This is an optimization exercise on Yosys and OpenROAD, whose aim is a short achievable clock period, not a production implementation. Only simulation tests tie the RTL to the original design; equivalence was not proved. No activity file was given, so power comes from the tool's default toggle rates.

--- flow/design.v ---
`timescale 1ns/1ns
`default_nettype none
package tofpet_pkg;
	typedef enum logic [1:0] {
		OP_READ   = 2'd0,	 
		OP_STATUS = 2'd1	 
	} opcode_e;		 
	typedef struct packed {
		opcode_e    opcode;	 
		logic [2:0] channel;	 
		logic [3:0] count;	 
	} cmd_t;
	typedef struct packed {
		logic [32-1:0] data;	 
	} hit_t;
	typedef enum logic [1:0] {
		KIND_DATA   = 2'd0,	 
		KIND_STATUS = 2'd1,	 
		KIND_ERROR  = 2'd2	 
	} kind_e;
	typedef struct packed {
		logic                      last;	 
		kind_e                     kind;	 
		logic [2:0]                channel;	 
		logic [32-1:0] data;	 
	} result_t;
	typedef struct packed {
		logic [6-1:0] empty;	 
		logic [6-1:0] full;	 
		logic [6-1:0] overflow;	 
	} chan_flags_t;
endpackage
`default_nettype wire
`timescale 1ns/1ns
`default_nettype none
module channel_fifo #(
	parameter int  WIDTH     = 8,			 
	parameter int  DEPTH     = 4			 
) (
	input  logic                          clkin_parallel,
	input  logic                          cpu_resetn,
	input  logic                          push,
	input  logic [WIDTH-1:0]              push_data,
	input  logic                          pop,
	output logic [WIDTH-1:0]              pop_data,
	output logic                          empty,
	output logic                          full,
	output logic [$clog2(DEPTH+1)-1:0]    count
);
	localparam int PTR_W = (DEPTH > 1) ? $clog2(DEPTH) : 1;	 
	localparam int CNT_W = $clog2(DEPTH + 1);			 
	logic [WIDTH-1:0] mem [DEPTH];	 
	logic [PTR_W-1:0] wr_ptr;		 
	logic [PTR_W-1:0] rd_ptr;		 
	logic             do_push;		 
	logic             do_pop;		 
	function automatic logic [PTR_W-1:0] next_ptr(input logic [PTR_W-1:0] ptr);
		next_ptr = (ptr == PTR_W'(DEPTH - 1)) ? '0 : ptr + 1'b1;
	endfunction
	assign do_push  = push && !full;		 
	assign do_pop   = pop && !empty;		 
	assign empty    = (count == '0);
	assign full     = (count == CNT_W'(DEPTH));
	assign pop_data = mem[rd_ptr];		 
	always_ff @(posedge clkin_parallel)
	begin
		if (do_push)
			mem[wr_ptr] <= push_data;	 
	end
	always_ff @(posedge clkin_parallel)
	begin
		if (!cpu_resetn)
		begin
			wr_ptr <= '0;
			rd_ptr <= '0;
			count  <= '0;		 
		end
		else
		begin
			if (do_push)
				wr_ptr <= next_ptr(wr_ptr);
			if (do_pop)
				rd_ptr <= next_ptr(rd_ptr);
			case ({do_push, do_pop})
				2'b10:   count <= count + 1'b1;	 
				2'b01:   count <= count - 1'b1;	 
				default: count <= count;		 
			endcase
		end
	end
endmodule
`default_nettype wire
`timescale 1ns/1ns
`default_nettype none
module command_decode (
	input  logic              clkin_parallel,
	input  logic              cpu_resetn,
	input  logic              cmd_valid,
	input  tofpet_pkg::cmd_t  cmd,
	output logic              cmd_credit,
	output logic              exec_valid,
	output tofpet_pkg::cmd_t  exec_cmd,
	input  logic              exec_ready
);
	tofpet_pkg::cmd_t checked_cmd;	 
	logic cmd_empty;	 
	logic take;		 
	always_comb
	begin
		checked_cmd = cmd;
		if (cmd.opcode == tofpet_pkg::OP_READ && cmd.channel >= 6)
			checked_cmd.opcode = tofpet_pkg::opcode_e'(2'd3);	 
	end
	channel_fifo #(
		.WIDTH     (9),
		.DEPTH     (4)
	) cmd_fifo_i (
		.clkin_parallel (clkin_parallel),
		.cpu_resetn     (cpu_resetn),
		.push           (cmd_valid),		 
		.push_data      (checked_cmd),
		.pop            (take),
		.pop_data       (exec_cmd),		 
		.empty          (cmd_empty),
		.full           (),				 
		.count          ()
	);
	assign exec_valid = !cmd_empty;		 
	assign take       = exec_valid && exec_ready;
	assign cmd_credit = take;			 
endmodule
`default_nettype wire
`timescale 1ns/1ns
`default_nettype none
module readout_execute (
	input  logic                         clkin_parallel,
	input  logic                         cpu_resetn,
	input  logic [6-1:0]  hit_valid,
	input  logic [6-1:0][32-1:0] hit_data,
	input  logic                         exec_valid,
	input  tofpet_pkg::cmd_t             exec_cmd,
	output logic                         exec_ready,
	output logic                         word_valid,
	output tofpet_pkg::result_t          word,
	input  logic                         word_ready
);
	localparam int CH    = 6;
	localparam int CNT_W = $clog2(8 + 1);	 
	typedef enum logic [1:0] {ST_IDLE, ST_READ, ST_SINGLE} state_e;
	state_e           state;			 
	logic [2:0]       cur_chan;			 
	logic [3:0]       remaining;		 
	tofpet_pkg::kind_e reply_kind;	 
	logic [CH-1:0]    overflow;			 
	logic [CH-1:0]    hit_empty;
	logic [CH-1:0]    hit_full;
	logic [CH-1:0]    hit_pop;
	logic [CH-1:0][32-1:0] hit_head;	 
	logic [CH-1:0][CNT_W-1:0] hit_count;	 
	tofpet_pkg::chan_flags_t flags;	 
	logic [3:0]       read_len;			 
	logic             accept;			 
	logic             send;				 
	logic             clear_ovf;		 
	for (genvar i = 0; i < CH; i++)
	begin : g_chan
		channel_fifo #(
			.WIDTH     (32),
			.DEPTH     (8)
		) hit_fifo_i (
			.clkin_parallel (clkin_parallel),
			.cpu_resetn     (cpu_resetn),
			.push           (hit_valid[i]),	 
			.push_data      (hit_data[i]),
			.pop            (hit_pop[i]),
			.pop_data       (hit_head[i]),
			.empty          (hit_empty[i]),
			.full           (hit_full[i]),
			.count          (hit_count[i])
		);
	end
	always_comb
	begin
		flags.empty    = hit_empty;
		flags.full     = hit_full;
		flags.overflow = overflow;
	end
	assign exec_ready = (state == ST_IDLE);
	assign word_valid = (state != ST_IDLE);
	assign accept     = exec_valid && exec_ready;
	assign send       = word_valid && word_ready;
	assign clear_ovf  = send && state == ST_SINGLE && reply_kind == tofpet_pkg::KIND_STATUS;
	assign read_len   = (exec_cmd.count < hit_count[exec_cmd.channel]) ? exec_cmd.count
		: 4'(hit_count[exec_cmd.channel]);	 
	always_comb
	begin
		word         = '0;
		word.kind    = reply_kind;
		word.channel = cur_chan;
		hit_pop      = '0;
		case (state)
			ST_READ:
			begin
				word.last         = (remaining == 4'd1);	 
				word.data         = hit_head[cur_chan];
				hit_pop[cur_chan] = word_ready;			 
			end
			ST_SINGLE:
			begin
				word.last = 1'b1;
				if (reply_kind == tofpet_pkg::KIND_STATUS)
					word.data[3*CH-1:0] = flags;	 
				else if (reply_kind == tofpet_pkg::KIND_ERROR)
					word.data = 32'hbad0c0de;
			end
			default:
				word.last = 1'b0;
		endcase
	end
	always_ff @(posedge clkin_parallel)
	begin
		if (!cpu_resetn)
		begin
			state      <= ST_IDLE;
			cur_chan   <= '0;
			remaining  <= '0;
			reply_kind <= tofpet_pkg::KIND_DATA;
			overflow   <= '0;
		end
		else
		begin
			overflow <= (overflow & ~{CH{clear_ovf}}) | (hit_valid & hit_full);
			case (state)
				ST_IDLE:
					if (accept)
					begin
						cur_chan <= exec_cmd.channel;
						case (exec_cmd.opcode)
							tofpet_pkg::OP_READ:
							begin
								reply_kind <= tofpet_pkg::KIND_DATA;
								remaining  <= read_len;
								state      <= (read_len == 4'd0) ? ST_SINGLE : ST_READ;
							end
							tofpet_pkg::OP_STATUS:
							begin
								reply_kind <= tofpet_pkg::KIND_STATUS;
								state      <= ST_SINGLE;
							end
							default:
							begin
								reply_kind <= tofpet_pkg::KIND_ERROR;	 
								state      <= ST_SINGLE;
							end
						endcase
					end
				ST_READ:
					if (send)
					begin
						remaining <= remaining - 1'b1;
						if (remaining == 4'd1)
							state <= ST_IDLE;	 
					end
				ST_SINGLE:
					if (send)
						state <= ST_IDLE;
				default:
					state <= ST_IDLE;
			endcase
		end
	end
endmodule
`default_nettype wire
`timescale 1ns/1ns
`default_nettype none
module result_sender (
	input  logic                 clkin_parallel,
	input  logic                 cpu_resetn,
	input  logic                 word_valid,
	input  tofpet_pkg::result_t  word,
	output logic                 word_ready,
	output logic                 res_valid,
	output tofpet_pkg::result_t  res,
	input  logic                 res_credit
);
	localparam int CR_W = $clog2(4 + 1);	 
	logic [CR_W-1:0] credits;		 
	logic            buf_empty;
	logic            buf_full;
	logic            have_credit;
	logic            send;			 
	channel_fifo #(
		.WIDTH     (32 + 6),
		.DEPTH     (4)
	) res_fifo_i (
		.clkin_parallel (clkin_parallel),
		.cpu_resetn     (cpu_resetn),
		.push           (word_valid),	 
		.push_data      (word),
		.pop            (send),
		.pop_data       (res),			 
		.empty          (buf_empty),
		.full           (buf_full),
		.count          ()
	);
	assign word_ready  = !buf_full;		 
	assign have_credit = (credits != '0);
	assign send        = !buf_empty && have_credit;
	assign res_valid   = send;			 
	always_ff @(posedge clkin_parallel)
	begin
		if (!cpu_resetn)
			credits <= CR_W'(4);	 
		else
		begin
			case ({send, res_credit})
				2'b10:   credits <= credits - 1'b1;	 
				2'b01:   credits <= credits + 1'b1;	 
				default: credits <= credits;		 
			endcase
		end
	end
endmodule
`default_nettype wire
`timescale 1ns/1ns
`default_nettype none
module tofpet_readout (
	input  logic                         clkin_parallel,
	input  logic                         cpu_resetn,
	input  logic [6-1:0]  hit_valid,
	input  logic [6*32-1:0] hit_data,	 
	input  logic                         cmd_valid,
	input  logic [8:0]                   cmd,		 
	output logic                         cmd_credit,
	output logic                         res_valid,
	output logic [32+5:0]    res,		 
	input  logic                         res_credit
);
	logic    exec_valid;	 
	tofpet_pkg::cmd_t    exec_cmd;
	logic    exec_ready;
	logic    word_valid;	 
	tofpet_pkg::result_t word;
	logic    word_ready;
	command_decode command_decode_i (
		.clkin_parallel (clkin_parallel),
		.cpu_resetn     (cpu_resetn),
		.cmd_valid      (cmd_valid),
		.cmd            (cmd),
		.cmd_credit     (cmd_credit),
		.exec_valid     (exec_valid),
		.exec_cmd       (exec_cmd),
		.exec_ready     (exec_ready)
	);
	readout_execute readout_execute_i (
		.clkin_parallel (clkin_parallel),
		.cpu_resetn     (cpu_resetn),
		.hit_valid      (hit_valid),		 
		.hit_data       (hit_data),
		.exec_valid     (exec_valid),
		.exec_cmd       (exec_cmd),
		.exec_ready     (exec_ready),
		.word_valid     (word_valid),
		.word           (word),
		.word_ready     (word_ready)
	);
	result_sender result_sender_i (
		.clkin_parallel (clkin_parallel),
		.cpu_resetn     (cpu_resetn),
		.word_valid     (word_valid),
		.word           (word),
		.word_ready     (word_ready),
		.res_valid      (res_valid),		 
		.res            (res),
		.res_credit     (res_credit)
	);
endmodule
`default_nettype wire
--- flow/run.sh ---
#!/bin/bash
# synth_recipe.tcl (not shown) runs the flow's synth.tcl, then flattens the netlist and writes it again
# the make line also repeats each setting of config.mk as NAME=value (left out here)
make -C /OpenROAD-flow-scripts/flow DESIGN_CONFIG=/design/flow/config.mk WORK_HOME=/design/flow/orfs CLKGATE_MAP_FILE= SYNTH_SCRIPT=/design/flow/synth_recipe.tcl finish
--- flow/config.mk ---
export PLATFORM = sky130hd
export DESIGN_NAME = tofpet_readout
export DESIGN_NICKNAME = tofpet_readout
export VERILOG_FILES = /design/flow/design.v
export SDC_FILE = /design/flow/constraint.sdc
export NUM_CORES = 4
export LEC_CHECK = 0
export CAP_MARGIN = 20
export CORE_MARGIN = 2
export CORE_UTILIZATION = 40
export SLEW_MARGIN = 20
--- flow/constraint.sdc ---
create_clock -name core_clock -period 4.0 [get_ports {clkin_parallel}]
set_input_delay 0.8000 -clock core_clock [delete_from_list [all_inputs] [get_ports {clkin_parallel}]]
set_output_delay 0.8000 -clock core_clock [all_outputs]
set_load 0.01 [all_outputs]
==> impl_metrics.csv <==
group,metric,value,unit
status,outcome,"finished clean",
detailed_routing,ant_nets,0,
detailed_routing,wire_per_inst,27.2,um
global_route,gr-total-overflow,0,
synthesis,synth_edf_count,1724,
detailed_routing,wirelength,173000,um
timing,holdWs,0.495,ns
job,max_cap_viol_count,0,
detailed_routing,num_vias,34800,
synthesis,synth_cell_types,63,
synthesis,dominantRegCellSynth,"edfxtp_1",
finish,fillers,14700,
cts,cts_hold_buffers,0,
cts,post_cts_buffers,0,
placed_design,globalplace.congestion,0.804,
timing,final-setup-viol-count,0,
timing,finalCritPeriodShare,95.5,%
synthesis,synthCells,3416,
worst_setup_path,start_kind,"register",
worst_setup_path,crit_fanout,14,
finish,utilization,47.5,%
synthesis,synth_top_area_cell,"edfxtp_1",
synthesis,avgSynthCellArea,21.0,sq um
synthesis,ys_seq_area_share,75.2,%
cts,clk_latency,0.84,ns
cts,cts-resized-gates,0,
cts,cts_made_buffers,188,
floorplanning,rows,155,
timing,rsz0062_at_grt,"false",
placed_design,hpwlAfterDp,109000,um
floorplanning,initial_core_util,40.3,%
global_route,grt_first_pass_wirelength,248000,um
global_route,grt_pass1_vias,34700,
finish,final_area,0.0847,sq mm
finish,fin_nets,4122,
finish,drive_above_1_share,24.5,%
worst_setup_path,required,3.20,ns
floorplanning,dieHeight,428,um
detailed_routing,drc,0,
worst_setup_path,worstSetupPathType,"register to primary output",
synthesis,synth_area_leaders,"edfxtp_1 (72%), mux4_2 (14%), dfxtp_1 (3.2%)",
cts,cts_tree,"built",
floorplanning,ios,251,
synthesis,yosysMostFrequentCell,"edfxtp_1",
timing,clock.fmax,0.262,GHz
worst_setup_path,arrival,3.02,ns
synthesis,yosysWarnings,6,
cts,cts.path.max_buffers,3,
placed_design,io_buffers,250,
synthesis,synthArstFlopShare,0,%
synthesis,synth-seq-cells,1840,
detailed_routing,viasPerCell,5.46,
hold_path,hold_path_class,"register to register",
placed_design,place_area,0.0784,sq mm
cts,clockRootBuffer,"clkbuf_16",
power_and_ir_drop,powerDensity,531,mW/mm^2
finish,final_cell_count_no_fill,6370,
global_route,grt_util_all_layers,18.7,%
synthesis,mappedNetlistArea,0.0719,sq mm
synthesis,synth_common_cells,"edfxtp_1 (1724), mux4_2 (460), mux2i_1 (192)",
synthesis,syn_nets,3695,
timing,finalMaxSlewViolations,0,
cts,clock_sinks,1840,
floorplanning,core-area,0.178,sq mm
detailed_routing,drt_iter0_markers,3075,
placed_design,dp_cells,6008,
timing,tightest_slew,0.932,ns
power_and_ir_drop,ir_worst_vdd,450,uV
floorplanning,fp.dieW,428,um
power_and_ir_drop,p_leak,26.4,nW
timing,slew_headroom,37.7,%
cts,clkTransAtPathRegs,0.06,ns
timing,skew,0.0529,ns
synthesis,synth_top_area_share,72.0,%
finish,area_growth,17.8,%
timing,period_needed,3.82,ns
cts,h-tree-depth,4,
timing,hold_violations,0,
global_route,grt_max_degree,65,
global_route,antenna_found_initial,53,
worst_setup_path,end_kind,"primary output",
detailed_routing,drtPass1Iterations,6,
floorplanning,die_area,0.183,sq mm
timing,fin_setup_tns,0,ns
==> where the power goes <==
part	switching, W	leakage [nW]	total [W]	internal, W
clock	0.00745	3.05	0.0177	0.0102
combinational	0.00304	6.72	0.00517	0.00214
sequential	0.000360	16.6	0.0222	0.0218
total	0.0108	26.4	0.0450	0.0342
==> layer usage <==
layer	track usage [%]	part of all wire, %
met1	24.4	40
met2	31.9	51
met3	3.82	6.0
met4	5.29	2.5
met5	0	0.14
==> registers in the layout (all words and copies together), names as in the netlist, 3 cells and up, named ones only <==
register	count
readout_execute_i.remaining	4
readout_execute_i.g_chan.hit_fifo_i.rd_ptr	18
command_decode_i.cmd_fifo_i.count	3
result_sender_i.res_fifo_i.count	3
readout_execute_i.g_chan.hit_fifo_i.mem	1536
readout_execute_i.g_chan.hit_fifo_i.wr_ptr	18
result_sender_i.res_fifo_i.mem	152
readout_execute_i.cur_chan	3
readout_execute_i.overflow	6
command_decode_i.cmd_fifo_i.mem	36
result_sender_i.credits	3
readout_execute_i.g_chan.hit_fifo_i.count	24
==> cells in the final DEF, fill, tap and decap left out, types with 40 or more instances in the layout <==
cell type and count:
a21oi_1 94, buf_4 130, clkbuf_1 45, clkbuf_16 191
clkdlybuf4s50_1 250, dfxtp_1 94, edfxtp_1 1724, ha_1 65
mux2i_1 192, mux4_2 460, nand2_1 86, nor2_1 82
o21ai_0 40
==> stage by stage <==
step           power [W]  setup slack [ns]
4_1_cts           0.0455            0.0466
5_1_grt           0.0465            0.0398
6_report          0.0450             0.178
3_3_place_gp      0.0278             0.583
2_1_floorplan     0.0252            0.0587
3_5_place_dp      0.0278             0.538
==> path summary, 6_finish.rpt <==
check | start | end | slack, ns | cells after the start
setup reg to reg | readout_execute_i.cur_chan[1]$_SDFFE_PN0P_ | readout_execute_i.g_chan[2].hit_fifo_i.count[2]$_SDFFE_PN0P_ | 0.51 | 14
hold reg to reg | command_decode_i.cmd_fifo_i.wr_ptr[1]$_SDFFE_PN0P_ | command_decode_i.cmd_fifo_i.wr_ptr[1]$_SDFFE_PN0P_ | 0.50 | 2
hold / removal | command_decode_i.cmd_fifo_i.wr_ptr[1]$_SDFFE_PN0P_ | command_decode_i.cmd_fifo_i.wr_ptr[1]$_SDFFE_PN0P_ | 0.50 | 2
setup / recovery | register | res[13] | 0.18 | 3
==> cells by family (layout without fill, tap and decap cells) <==
group                      after synthesis  count (layout)  synth area share [%]
xor gates and xnor gates                26              26                 0.317
buffers and inverters                  195             785                  1.15
other                                    0               9                     0
and+or+nand+nor                        386             386                  2.64
adders and majority gates               68              68                  1.21
AOI/OAI and AO/OA                      232             232                  2.01
DFF                                   1840            1840                  75.2
muxes                                  669             669                  17.4
==> cell type report <==
class / instances / area [sq um] / share of cell area (%)
Antenna cell: 9 / 22.5 / 0.0266
Clock buffer: 244 / 5060 / 5.97
Clock inverter: 109 / 1230 / 1.46
Inverter: 32 / 121 / 0.143
Multi-Input combinational cell: 1381 / 17300 / 20.4
Sequential cell: 1840 / 54100 / 63.9
Tap cell: 2355 / 2950 / 3.48
Timing Repair Buffer: 400 / 3880 / 4.58
==> critical path, stage by stage, from the launching register on <==
cell and delay (ns):
dfxtp_2 0.72, buf_4 0.27, mux4_2 0.65, clkdlybuf4s50_1 0.53

## re-timing with driven ports
The results above use ideal ports. As a check the final layout listed here was re-extracted and re-timed, cells and wires unchanged. Step 1: set_driving_cell puts a clkbuf_16 on clkin_parallel and a buf_2 on each other input, an assumption about the parent block. Step 2, shift: input delay + t, output delay - t, t = (earliest + latest rising clock arrival at the registers) / 2. This alone moves slack from input paths to output paths. a / b / c = ideal / step 1 / step 2; a / b = the first two.
shift t [ns]: 0.893
setup WS [ns]: 0.178 / 0.099 / 0.508
worst hold slack (ns): 0.495 / 0.495 / 0.495
latest minus earliest clock arrival (ns): 0.057 / 0.057
cell pins on the clock port's net: 1
After both steps setup and hold are still met in this run. For this run, drivers alone change the setup slack by -0.079 ns; drivers and shift together by +0.330 ns.
